From an optimization exercise on the open Yosys and OpenROAD flow, aimed at small area; shortcuts taken in it are not production practice.
Where RTL was checked, it was by simulation tests only, not by an equivalence proof against the original.
Power is estimated from default activity; no workload was simulated.

==> module cmd_port, before the edit <==
module cmd_port
(
	input  wire                   fpga_clk_50,
	input  wire                   hps_fpga_reset_n,
	input  wire                   cmd_req,
	input  motor_pkg::ctrl_cmd_t  cmd,
	output logic                  cmd_ack,
	output logic [7:0]            sp_mag,      
	output logic                  sp_neg,      
	output logic [17-1:0] kp,
	output logic [17-1:0] ki,
	output logic [17-1:0] kd,
	output logic                  gv           
);
	logic req_s1, req_s2;    
	always_ff @(posedge fpga_clk_50 or negedge hps_fpga_reset_n)
	begin
		if (!hps_fpga_reset_n)
		begin
			req_s1  <= 1'b0;
			req_s2  <= 1'b0;
			cmd_ack <= 1'b0;
			gv      <= 1'b0;
		end
		else
		begin
			req_s1  <= cmd_req;
			req_s2  <= req_s1;
			cmd_ack <= req_s2;
			if (req_s2 && !cmd_ack)
				gv <= 1'b1;
		end
	end
	always_ff @(posedge fpga_clk_50)
	begin
		if (req_s2 && !cmd_ack)
		begin
			sp_mag <= cmd.rpm & {8{cmd.dir[0]}};
			sp_neg <= cmd.dir[1];
			kp <= cmd.kp;
			ki <= cmd.ki;
			kd <= cmd.kd;
		end
	end
endmodule
==> module pwm_driver, before the edit <==
module pwm_driver
(
	input  wire                fpga_clk_50,
	input  wire                hps_fpga_reset_n,
	input  wire [7:0]          cnt,
	input  wire [7:0]          duty,
	input  wire                armed,       
	output logic               pwm
);
	logic [7:0] duty_q;      
	always_ff @(posedge fpga_clk_50 or negedge hps_fpga_reset_n)
	begin
		if (!hps_fpga_reset_n)
			pwm <= 1'b0;
		else
			pwm <= armed && (cnt < duty_q);
	end
	always_ff @(posedge fpga_clk_50)
	begin
		if (&cnt)
			duty_q <= duty;         
	end
endmodule
==> module motor_channel, before the edit <==
module motor_channel
(
	input  wire                             fpga_clk_50,
	input  wire                             hps_fpga_reset_n,
	input  wire [1:0]                       enc,       
	input  wire                             cmd_req,
	input  wire [60:0]                      cmd,       
	output logic                            cmd_ack,
	output logic signed [32-1:0]   count,
	output logic signed [16-1:0]   speed,
	output logic [8-1:0]           duty,
	output logic                            fwd,
	output logic                            rev,
	output logic                            pwm
);
	motor_pkg::quad_t      enc_in;
	motor_pkg::ctrl_cmd_t  cmd_in;
	motor_pkg::quad_t      enc_clean;
	logic                  inc, dec;
	logic [11:0]           tick;
	logic signed [9:0]     speed_s;
	logic                  armed;
	logic [7:0]            sp_mag;
	logic                  sp_neg;
	logic [17-1:0] kp, ki, kd;
	logic                  gv;
	assign enc_in = enc;
	assign cmd_in = cmd;
	assign speed = {{(16-10){speed_s[9]}}, speed_s};
	quad_debounce u_quad_debounce (
		.fpga_clk_50 (fpga_clk_50), .hps_fpga_reset_n (hps_fpga_reset_n),
		.enc (enc_in), .enc_clean (enc_clean)
	);
	quad_decoder u_quad_decoder (
		.fpga_clk_50 (fpga_clk_50), .hps_fpga_reset_n (hps_fpga_reset_n),
		.enc_clean (enc_clean), .count (count), .inc (inc), .dec (dec)
	);
	speed_meter u_speed_meter (
		.fpga_clk_50 (fpga_clk_50), .hps_fpga_reset_n (hps_fpga_reset_n),
		.inc (inc), .dec (dec), .tick (tick), .speed (speed_s), .armed (armed)
	);
	cmd_port u_cmd_port (
		.fpga_clk_50 (fpga_clk_50), .hps_fpga_reset_n (hps_fpga_reset_n),
		.cmd_req (cmd_req), .cmd (cmd_in), .cmd_ack (cmd_ack),
		.sp_mag (sp_mag), .sp_neg (sp_neg), .kp (kp), .ki (ki), .kd (kd), .gv (gv)
	);
	pid_regulator u_pid_regulator (
		.fpga_clk_50 (fpga_clk_50), .hps_fpga_reset_n (hps_fpga_reset_n),
		.tick (tick), .armed (armed), .sp_mag (sp_mag), .sp_neg (sp_neg),
		.kp (kp), .ki (ki), .kd (kd), .gv (gv), .speed (speed_s),
		.duty (duty), .fwd (fwd), .rev (rev)
	);
	pwm_driver u_pwm_driver (
		.fpga_clk_50 (fpga_clk_50), .hps_fpga_reset_n (hps_fpga_reset_n),
		.cnt (tick[7:0]), .duty (duty), .armed (armed), .pwm (pwm)
	);
endmodule
clock: 20.0 ns
lec_check: 0
cap_margin: 20
core_margin: 2
core_utilization: 40
cts_buf_list: sky130_fd_sc_hd__clkbuf_16
cts_cluster_diameter: 80
cts_cluster_size: 30
slew_margin: 20
standard.sh (not shown) runs the stock make flow with config.mk's settings and CLKGATE_MAP_FILE= SYNTH_SCRIPT=/design/flow/synth_recipe.tcl, a recipe that flattens the netlist after the stock synthesis.
==> flow/flow/run.sh <==
#!/bin/bash
# standard layout, with the port buffers made of the smallest buffer cell
cp standard.sh standard_copy.txt
export BUFFER_PORTS_ARGS="-buffer_cell sky130_fd_sc_hd__buf_1"
bash standard.sh > standard.log 2>&1
Then changed:
--- a/flow/design.v
+++ b/flow/design.v
@@ -199,6 +199,8 @@
 			req_s1  <= 1'b0;
 			req_s2  <= 1'b0;
 			cmd_ack <= 1'b0;
+			sp_mag  <= '0;
+			sp_neg  <= 1'b0;
 			gv      <= 1'b0;
 		end
 		else
@@ -207,15 +209,17 @@
 			req_s2  <= req_s1;
 			cmd_ack <= req_s2;
 			if (req_s2 && !cmd_ack)
-				gv <= 1'b1;
+			begin
+				sp_mag <= cmd.rpm & {8{cmd.dir[0]}};
+				sp_neg <= cmd.dir[1];
+				gv     <= 1'b1;
+			end
 		end
 	end
 	always_ff @(posedge fpga_clk_50)
 	begin
 		if (req_s2 && !cmd_ack)
 		begin
-			sp_mag <= cmd.rpm & {8{cmd.dir[0]}};
-			sp_neg <= cmd.dir[1];
 			kp <= cmd.kp;
 			ki <= cmd.ki;
 			kd <= cmd.kd;
@@ -378,21 +382,22 @@
 	input  wire                hps_fpga_reset_n,
 	input  wire [7:0]          cnt,
 	input  wire [7:0]          duty,
-	input  wire                armed,       
 	output logic               pwm
 );
 	logic [7:0] duty_q;      
 	always_ff @(posedge fpga_clk_50 or negedge hps_fpga_reset_n)
 	begin
 		if (!hps_fpga_reset_n)
-			pwm <= 1'b0;
+		begin
+			duty_q <= '0;
+			pwm    <= 1'b0;
+		end
 		else
-			pwm <= armed && (cnt < duty_q);
-	end
-	always_ff @(posedge fpga_clk_50)
-	begin
-		if (&cnt)
-			duty_q <= duty;         
+		begin
+			if (&cnt)
+				duty_q <= duty;         
+			pwm <= (cnt < duty_q);
+		end
 	end
 endmodule
 `default_nettype wire
@@ -452,7 +457,7 @@
 	);
 	pwm_driver u_pwm_driver (
 		.fpga_clk_50 (fpga_clk_50), .hps_fpga_reset_n (hps_fpga_reset_n),
-		.cnt (tick[7:0]), .duty (duty), .armed (armed), .pwm (pwm)
+		.cnt (tick[7:0]), .duty (duty), .pwm (pwm)
 	);
 endmodule
 `default_nettype wire
=> Sequential power barely changes; final cell count rose by a few percent; synthesized cell count increases by a few percent; register-to-register slack is better by 0.31 ns; worst setup slack improved by 0.31 ns; sequential share of layout area decreases by 1.4 points; area after synthesis rose slightly.
Only the layout flow was run in the second run of this note; the RTL was not checked for function there.

Setup of run E:
Starting RTL as in the previous note.
==> module pid_regulator, before the edit <==
module pid_regulator
(
	input  wire                             fpga_clk_50,
	input  wire                             hps_fpga_reset_n,
	input  wire [11:0]                      tick,
	input  wire                             armed,
	input  wire [7:0]                       sp_mag,
	input  wire                             sp_neg,
	input  wire [17-1:0]            kp,
	input  wire [17-1:0]            ki,
	input  wire [17-1:0]            kd,
	input  wire                             gv,
	input  wire signed [9:0]                speed,
	output logic [8-1:0]           duty,
	output logic                            fwd,
	output logic                            rev
);
	localparam int RW = 15;
	localparam int NW = 53;        
	logic signed [12:0]   integ;
	logic signed [10:0]   err_q;
	logic signed [10:0]   err_n;
	logic [RW-1:0]        R;
	logic [NW-1:0]        W;
	logic [1:0]           ph;      
	logic                 dly;     
	logic                 cy;      
	logic [6:0]  t;
	logic        act, t0, t1, t2, t3, t57, su, last;
	logic        ph0, ph1, ph2;
	logic        g, s;
	logic        sel_sp, sel_ns, sel_i, sel_neq, sel_e, sh, hold;
	logic [RW-1:0] a, b, sum;
	logic [RW:0]   rc;
	logic        cin;
	logic [RW-1:0] sp_x, speed_x, integ_x, errq_x, errn_x;
	assign t    = tick[6:0];
	assign act  = armed && (tick[11:7] == 5'd0);
	assign su   = (t[6:2] == 5'd0) && (t[1:0] != 2'd3);     
	assign t0   = (t == 7'd0);
	assign t1   = (t == 7'd1);
	assign t2   = (t == 7'd2);
	assign t3   = (t == 7'd3);
	assign t57  = act && (t == 7'd57);
	assign last = (t >= 7'd54);
	assign ph0  = (ph == 2'd0);
	assign ph1  = (ph == 2'd1);
	assign ph2  = (ph == 2'd2);
	assign g = W[0] & ~last;
	assign s = g ^ dly ^ cy;
	assign sp_x    = {{(RW-8){sp_neg}}, sp_mag ^ {8{sp_neg}}};
	assign speed_x = {{(RW-10){speed[9]}}, speed};
	assign integ_x = {{(RW-13){integ[12]}}, integ};
	assign errq_x  = {{(RW-11){err_q[10]}}, err_q};
	assign errn_x  = {{(RW-11){err_n[10]}}, err_n};
	assign sh   = ph0 && !t0 && !t3;
	assign hold = !ph0;
	assign sel_sp  = t0 && gv;
	assign sel_ns  = t1;
	assign sel_i   = t2 || (!su && ph0 && g);
	assign sel_neq = !su && ph1 && g;
	assign sel_e   = !su && ph2 && s;
	assign cin     = (sel_sp && sp_neg) || sel_ns || sel_neq;
	always_comb
	begin
		for (int i = 0; i < RW; i++)
		begin
			a[i] = (hold && R[i]) || (sh && R[(i < RW - 1) ? i + 1 : i]);
			b[i] = (sel_sp && sp_x[i]) || (sel_ns && !speed_x[i]) || (sel_i && integ_x[i])
				|| (sel_neq && !errq_x[i]) || (sel_e && errn_x[i]);
		end
	end
	assign rc[0] = cin;
	genvar gi;
	generate
		for (gi = 0; gi < RW; gi++)
		begin : g_add
			assign sum[gi]    = a[gi] ^ b[gi] ^ rc[gi];
			assign rc[gi + 1] = (a[gi] & b[gi]) | (a[gi] & rc[gi]) | (b[gi] & rc[gi]);
		end
	endgenerate
	logic               ovf;
	logic signed [12:0] integ_c;
	assign ovf     = sum[14] ? (!sum[12] || (sum[11:0] == 12'd0)) : sum[12];
	assign integ_c = {sum[14], ovf ? {11{!sum[14]}} : sum[11:1], ovf || sum[0]};
	logic [8:0]  ulo;
	logic        un, sat;
	logic [7:0]  mag;
	always_comb
	begin
		for (int j = 0; j < 9; j++)
			ulo[j] = W[2 + 3 * (j + 8)];
		un = R[RW-1];
		if (!un)
			sat = (|R) || ulo[8];
		else
			sat = !((&R) && ulo[8]) || (ulo[7:0] == 8'd0);
		mag = (ulo[7:0] ^ {8{un}}) + {7'd0, un};
	end
	always_ff @(posedge fpga_clk_50)
	begin
		R   <= sum;
		ph  <= (&tick || ph2) ? 2'd0 : ph + 2'd1;
		dly <= g;
		cy  <= ph2 ? ((g & dly) | (g & cy) | (dly & cy)) : cy;
		if (t1)
			err_n <= sum[10:0];
		if (t0)
		begin
			W[1:0] <= 2'b00;
			for (int j = 0; j < 17; j++)
			begin
				W[2 + 3 * j] <= ki[j] & gv;
				W[3 + 3 * j] <= kd[j] & gv;
				W[4 + 3 * j] <= kp[j] & gv;
			end
		end
		else
			W <= {R[0], W[NW-1:1]};
	end
	always_ff @(posedge fpga_clk_50 or negedge hps_fpga_reset_n)
	begin
		if (!hps_fpga_reset_n)
		begin
			integ <= '0;
			err_q <= '0;
			duty  <= '0;
			fwd   <= 1'b0;
			rev   <= 1'b0;
		end
		else
		begin
			if (act && t2)
				integ <= integ_c;
			if (t57)
			begin
				err_q <= err_n;
				duty  <= mag | {8{sat}};
				fwd   <= !un && ((|R) || (|ulo));
				rev   <= un;
			end
		end
	end
endmodule
clock: 20.0 ns
lec_check: 0
cap_margin: 20
core_margin: 2
core_utilization: 40
cts_buf_list: sky130_fd_sc_hd__clkbuf_16
cts_cluster_diameter: 80
cts_cluster_size: 30
slew_margin: 20
==> flow/flow/run.sh <==
#!/bin/bash
# standard layout, with the port buffers made of the smallest buffer cell
export BUFFER_PORTS_ARGS="-buffer_cell sky130_fd_sc_hd__buf_1"
export CTS_ARGS="-sink_clustering_enable -repair_clock_nets -dont_use_dummy_load -buf_list sky130_fd_sc_hd__clkbuf_4 -sink_clustering_buffer sky130_fd_sc_hd__clkbuf_16 -sink_clustering_size 30 -sink_clustering_max_diameter 80"
bash standard.sh > standard.log 2>&1
For run G, these inputs were changed with respect to run E:
-- flow/design.v --
<<< run E, line 274
	assign ph1  = (ph == 2'd1);
	assign ph2  = (ph == 2'd2);
	assign g = W[0] & ~last;
	assign s = g ^ dly ^ cy;
	assign sp_x    = {{(RW-8){sp_neg}}, sp_mag ^ {8{sp_neg}}};
>>> run G, line 274
	assign ph1  = (ph == 2'd1);
	assign ph2  = (ph == 2'd2);
	logic [NW-1:0] wv, wnx;
	assign wv = W ^ {(NW/2){2'b10}};
	assign g = wv[0] & ~last;
	always_comb
	begin
		for (int i = 0; i < NW; i++)
			wnx[i] = (((i < NW - 1) ? wv[(i < NW - 1) ? i + 1 : i] : (R[0] && (tick[11:6] == 6'd0) && !t0))
				|| (ld && wpat[i])) ^ (i % 2 == 1);
	end
	logic          ld;
	logic [NW-1:0] wpat;
	assign ld = t0 && gv;
	always_comb
	begin
		wpat[1:0] = 2'b00;
		for (int j = 0; j < 17; j++)
		begin
			wpat[2 + 3 * j] = ki[j];
			wpat[3 + 3 * j] = kd[j];
			wpat[4 + 3 * j] = kp[j];
		end
	end
	assign s = g ^ dly ^ cy;
	assign sp_x    = {{(RW-8){sp_neg}}, sp_mag ^ {8{sp_neg}}};
<<< run E, line 317
	begin
		for (int j = 0; j < 9; j++)
			ulo[j] = W[2 + 3 * (j + 8)];
		un = R[RW-1];
		if (!un)
>>> run G, line 338
	begin
		for (int j = 0; j < 9; j++)
			ulo[j] = wv[2 + 3 * (j + 8)];
		un = R[RW-1];
		if (!un)
<<< run E, line 333
		if (t1)
			err_n <= sum[10:0];
		if (t0)
		begin
			W[1:0] <= 2'b00;
			for (int j = 0; j < 17; j++)
			begin
				W[2 + 3 * j] <= ki[j] & gv;
				W[3 + 3 * j] <= kd[j] & gv;
				W[4 + 3 * j] <= kp[j] & gv;
			end
		end
		else
			W <= {R[0], W[NW-1:1]};
	end
	always_ff @(posedge fpga_clk_50 or negedge hps_fpga_reset_n)
>>> run G, line 354
		if (t1)
			err_n <= sum[10:0];
		for (int i = 0; i < NW; i++)
			W[i] <= wnx[i];
	end
	always_ff @(posedge fpga_clk_50 or negedge hps_fpga_reset_n)
==> comparison <==
Relative to run E, ratio of final minimum period to clock period decreased by 1.9 points in run G. Compared run E against run G; met3 demand-to-capacity share in global routing within noise. On worst slack at placement, the lower figure sits with run E, not run G. Multi-input logic portion of the cell area: run G vs run E down 1.5 points. All-layer global routing usage, run E and run G: higher on run G. Run G against run E: wire length of the first global-routing pass went down 1.3%, worst endpoint required time went up 0.02 ns, filler cell count in the final layout went down about 7%, data arrival time of the critical path went down 0.37 ns, final-layout worst hold slack went up 0.0078 ns. Compared with run E, run G shows critical path depth that has gone down by a few percent. Routed wire length on met3: run G < run E.

Setup of the baseline:
Another version of the RTL of motor_channel (not shown whole).
For scale: ~770 cells after synthesis, ~11000 um^2 of cells after synthesis.
==> flow/config.mk <==
export PLATFORM = sky130hd
export DESIGN_NAME = motor_channel
export DESIGN_NICKNAME = motor_channel
export VERILOG_FILES = /design/flow/design.v
export SDC_FILE = /design/flow/constraint.sdc
export NUM_CORES = 4
export LEC_CHECK = 0
export CAP_MARGIN = 20
export CORE_MARGIN = 2
export CORE_UTILIZATION = 40
export CTS_BUF_LIST = sky130_fd_sc_hd__clkbuf_16
export CTS_CLUSTER_DIAMETER = 80
export CTS_CLUSTER_SIZE = 30
export SLEW_MARGIN = 20
==> flow/constraint.sdc <==
create_clock -name core_clock -period 20.0 [get_ports {fpga_clk_50}]
set_input_delay 4.0000 -clock core_clock [delete_from_list [all_inputs] [get_ports {fpga_clk_50}]]
set_output_delay 4.0000 -clock core_clock [all_outputs]
set_load 0.01 [all_outputs]
Scripts as last shown in full above: flow/flow/run.sh
## Diff of input files: the candidate against the baseline
-- flow/design.v --
<<< the baseline, line 185
	input  motor_pkg::ctrl_cmd_t  cmd,
	output logic                  cmd_ack,
	output logic [7:0]            sp_rpm,      
	output logic [1:0]            sp_dir,      
	output logic [17-1:0] kp,
	output logic [17-1:0] ki,
>>> the candidate, line 185
	input  motor_pkg::ctrl_cmd_t  cmd,
	output logic                  cmd_ack,
	output logic [7:0]            sp_mag,      
	output logic                  sp_neg,      
	output logic [17-1:0] kp,
	output logic [17-1:0] ki,
<<< the baseline, line 215
		if (req_s2 && !cmd_ack)
		begin
			sp_rpm <= cmd.rpm;
			sp_dir <= cmd.dir;
			kp <= cmd.kp;
			ki <= cmd.ki;
>>> the candidate, line 215
		if (req_s2 && !cmd_ack)
		begin
			sp_mag <= cmd.rpm & {8{cmd.dir[0]}};
			sp_neg <= cmd.dir[1];
			kp <= cmd.kp;
			ki <= cmd.ki;
<<< the baseline, line 232
	input  wire [11:0]                      tick,
	input  wire                             armed,
	input  wire [7:0]                       sp_rpm,
	input  wire [1:0]                       sp_dir,
	input  wire [17-1:0]            kp,
	input  wire [17-1:0]            ki,
>>> the candidate, line 232
	input  wire [11:0]                      tick,
	input  wire                             armed,
	input  wire [7:0]                       sp_mag,
	input  wire                             sp_neg,
	input  wire [17-1:0]            kp,
	input  wire [17-1:0]            ki,
<<< the baseline, line 289
	end
	assign s = g ^ dly ^ cy;
	assign sp_x    = {{(RW-8){sp_dir[1]}}, sp_rpm ^ {8{sp_dir[1]}}};
	assign speed_x = {{(RW-10){speed[9]}}, speed};
	assign integ_x = {{(RW-13){integ[12]}}, integ};
>>> the candidate, line 289
	end
	assign s = g ^ dly ^ cy;
	assign sp_x    = {{(RW-8){sp_neg}}, sp_mag ^ {8{sp_neg}}};
	assign speed_x = {{(RW-10){speed[9]}}, speed};
	assign integ_x = {{(RW-13){integ[12]}}, integ};
<<< the baseline, line 296
	assign sh   = ph0 && !t0 && !t3;
	assign hold = !ph0;
	assign sel_sp  = t0 && gv && sp_dir[0];
	assign sel_ns  = t1;
	assign sel_i   = t2 || (!su && ph0 && g);
	assign sel_neq = !su && ph1 && g;
	assign sel_e   = !su && ph2 && s;
	assign cin     = (sel_sp && sp_dir[1]) || sel_ns || sel_neq;
	always_comb
	begin
		for (int i = 0; i < RW; i++)
		begin
			a[i] = (hold && R[i]) || (sh && R[(i < RW - 1) ? i + 1 : i]) || (sel_sp && sp_x[i]);
			b[i] = (sel_ns && !speed_x[i]) || (sel_i && integ_x[i])
				|| (sel_neq && !errq_x[i]) || (sel_e && errn_x[i]);
		end
>>> the candidate, line 296
	assign sh   = ph0 && !t0 && !t3;
	assign hold = !ph0;
	assign sel_sp  = t0 && gv;
	assign sel_ns  = t1;
	assign sel_i   = t2 || (!su && ph0 && g);
	assign sel_neq = !su && ph1 && g;
	assign sel_e   = !su && ph2 && s;
	assign cin     = (sel_sp && sp_neg) || sel_ns || sel_neq;
	always_comb
	begin
		for (int i = 0; i < RW; i++)
		begin
			a[i] = (hold && R[i]) || (sh && R[(i < RW - 1) ? i + 1 : i]);
			b[i] = (sel_sp && sp_x[i]) || (sel_ns && !speed_x[i]) || (sel_i && integ_x[i])
				|| (sel_neq && !errq_x[i]) || (sel_e && errn_x[i]);
		end
<<< the baseline, line 425
	logic signed [9:0]     speed_s;
	logic                  armed;
	logic [7:0]            sp_rpm;
	logic [1:0]            sp_dir;
	logic [17-1:0] kp, ki, kd;
	logic                  gv;
>>> the candidate, line 425
	logic signed [9:0]     speed_s;
	logic                  armed;
	logic [7:0]            sp_mag;
	logic                  sp_neg;
	logic [17-1:0] kp, ki, kd;
	logic                  gv;
<<< the baseline, line 447
		.fpga_clk_50 (fpga_clk_50), .hps_fpga_reset_n (hps_fpga_reset_n),
		.cmd_req (cmd_req), .cmd (cmd_in), .cmd_ack (cmd_ack),
		.sp_rpm (sp_rpm), .sp_dir (sp_dir), .kp (kp), .ki (ki), .kd (kd), .gv (gv)
	);
	pid_regulator u_pid_regulator (
		.fpga_clk_50 (fpga_clk_50), .hps_fpga_reset_n (hps_fpga_reset_n),
		.tick (tick), .armed (armed), .sp_rpm (sp_rpm), .sp_dir (sp_dir),
		.kp (kp), .ki (ki), .kd (kd), .gv (gv), .speed (speed_s),
		.duty (duty), .fwd (fwd), .rev (rev)
>>> the candidate, line 447
		.fpga_clk_50 (fpga_clk_50), .hps_fpga_reset_n (hps_fpga_reset_n),
		.cmd_req (cmd_req), .cmd (cmd_in), .cmd_ack (cmd_ack),
		.sp_mag (sp_mag), .sp_neg (sp_neg), .kp (kp), .ki (ki), .kd (kd), .gv (gv)
	);
	pid_regulator u_pid_regulator (
		.fpga_clk_50 (fpga_clk_50), .hps_fpga_reset_n (hps_fpga_reset_n),
		.tick (tick), .armed (armed), .sp_mag (sp_mag), .sp_neg (sp_neg),
		.kp (kp), .ki (ki), .kd (kd), .gv (gv), .speed (speed_s),
		.duty (duty), .fwd (fwd), .rev (rev)
## What came out
[the candidate] area added between synthesis and finish fell 0.30 points relative to the baseline. [compare] base=the baseline new=the candidate: final area held, sequential power share went up 0.3 points. Routed metal-1 wire length in the candidate vs the baseline: down about 0.9%. Routed wire in the candidate totals more than in the baseline. When the candidate is set beside the baseline, its worst path setup slack after routing turns out to be 0.29 ns larger. Fraction of synthesized area in multiplexers: the candidate vs the baseline down 1.4 points. For worst hold slack, the baseline and the candidate come out practically identical. Compared with the baseline, the candidate shows a sequential cell count that is about 0.37% lower. Combined area of the multi-input logic cells was lower in the baseline than in the candidate. Against the baseline, first-pass GRT wire length in the candidate came out worse. Looking at cell count, the candidate sits 8 higher than the baseline does. Compared with the baseline, the candidate shows a lower number of synthesized flops with an enable pin. Measured against each other, the baseline and the candidate differ in synthesized cell count, the higher figure coming from the candidate.
No functional check of the RTL was part of the baseline.

[static timing again, ports no longer ideal]
In the flow no input, the clock included, has a driving cell. The finished layouts below were timed again as built, in two steps.
Step 1: set_driving_cell puts a clkbuf_16 on fpga_clk_50 and a buf_2 on each other input, an assumption about the parent block.
Step 2 moves the port delays by t, midway between the first and last clock arrival at a register: inputs arrive t later, outputs are due t later. That takes back most of the time a late clock gives input paths.
a / b / c = ideal / step 1 / step 2; a / b = the first two.
| run | shift t [ns] | setup WS [ns] | hold WS [ns] | clock arrival spread, ns | worst slew at a driven data input, ns |
|---|---|---|---|---|---|
| the first run of note 1 | 0.532 | 6.191 / 6.191 / 6.191 | 0.349 / 0.349 / 0.349 | 0.033 / 0.033 | 0.03 |
| the second run of note 1 | 0.551 | 6.500 / 6.500 / 6.500 | 0.353 / 0.353 / 0.353 | 0.031 / 0.032 | 0.03 |
| run E | 0.679 | 6.200 / 6.200 / 6.200 | 0.342 / 0.342 / 0.342 | 0.069 / 0.069 | 0.03 |
| run G | 0.699 | 6.588 / 6.588 / 6.588 | 0.349 / 0.349 / 0.349 | 0.077 / 0.077 | 0.05 |
| the baseline | 0.669 | 6.200 / 6.200 / 6.200 | 0.336 / 0.336 / 0.336 | 0.046 / 0.047 | 0.05 |
| the candidate | 0.681 | 6.489 / 6.489 / 6.489 | 0.336 / 0.336 / 0.336 | 0.079 / 0.078 | 0.05 |
After both steps setup and hold are still met in every run listed.
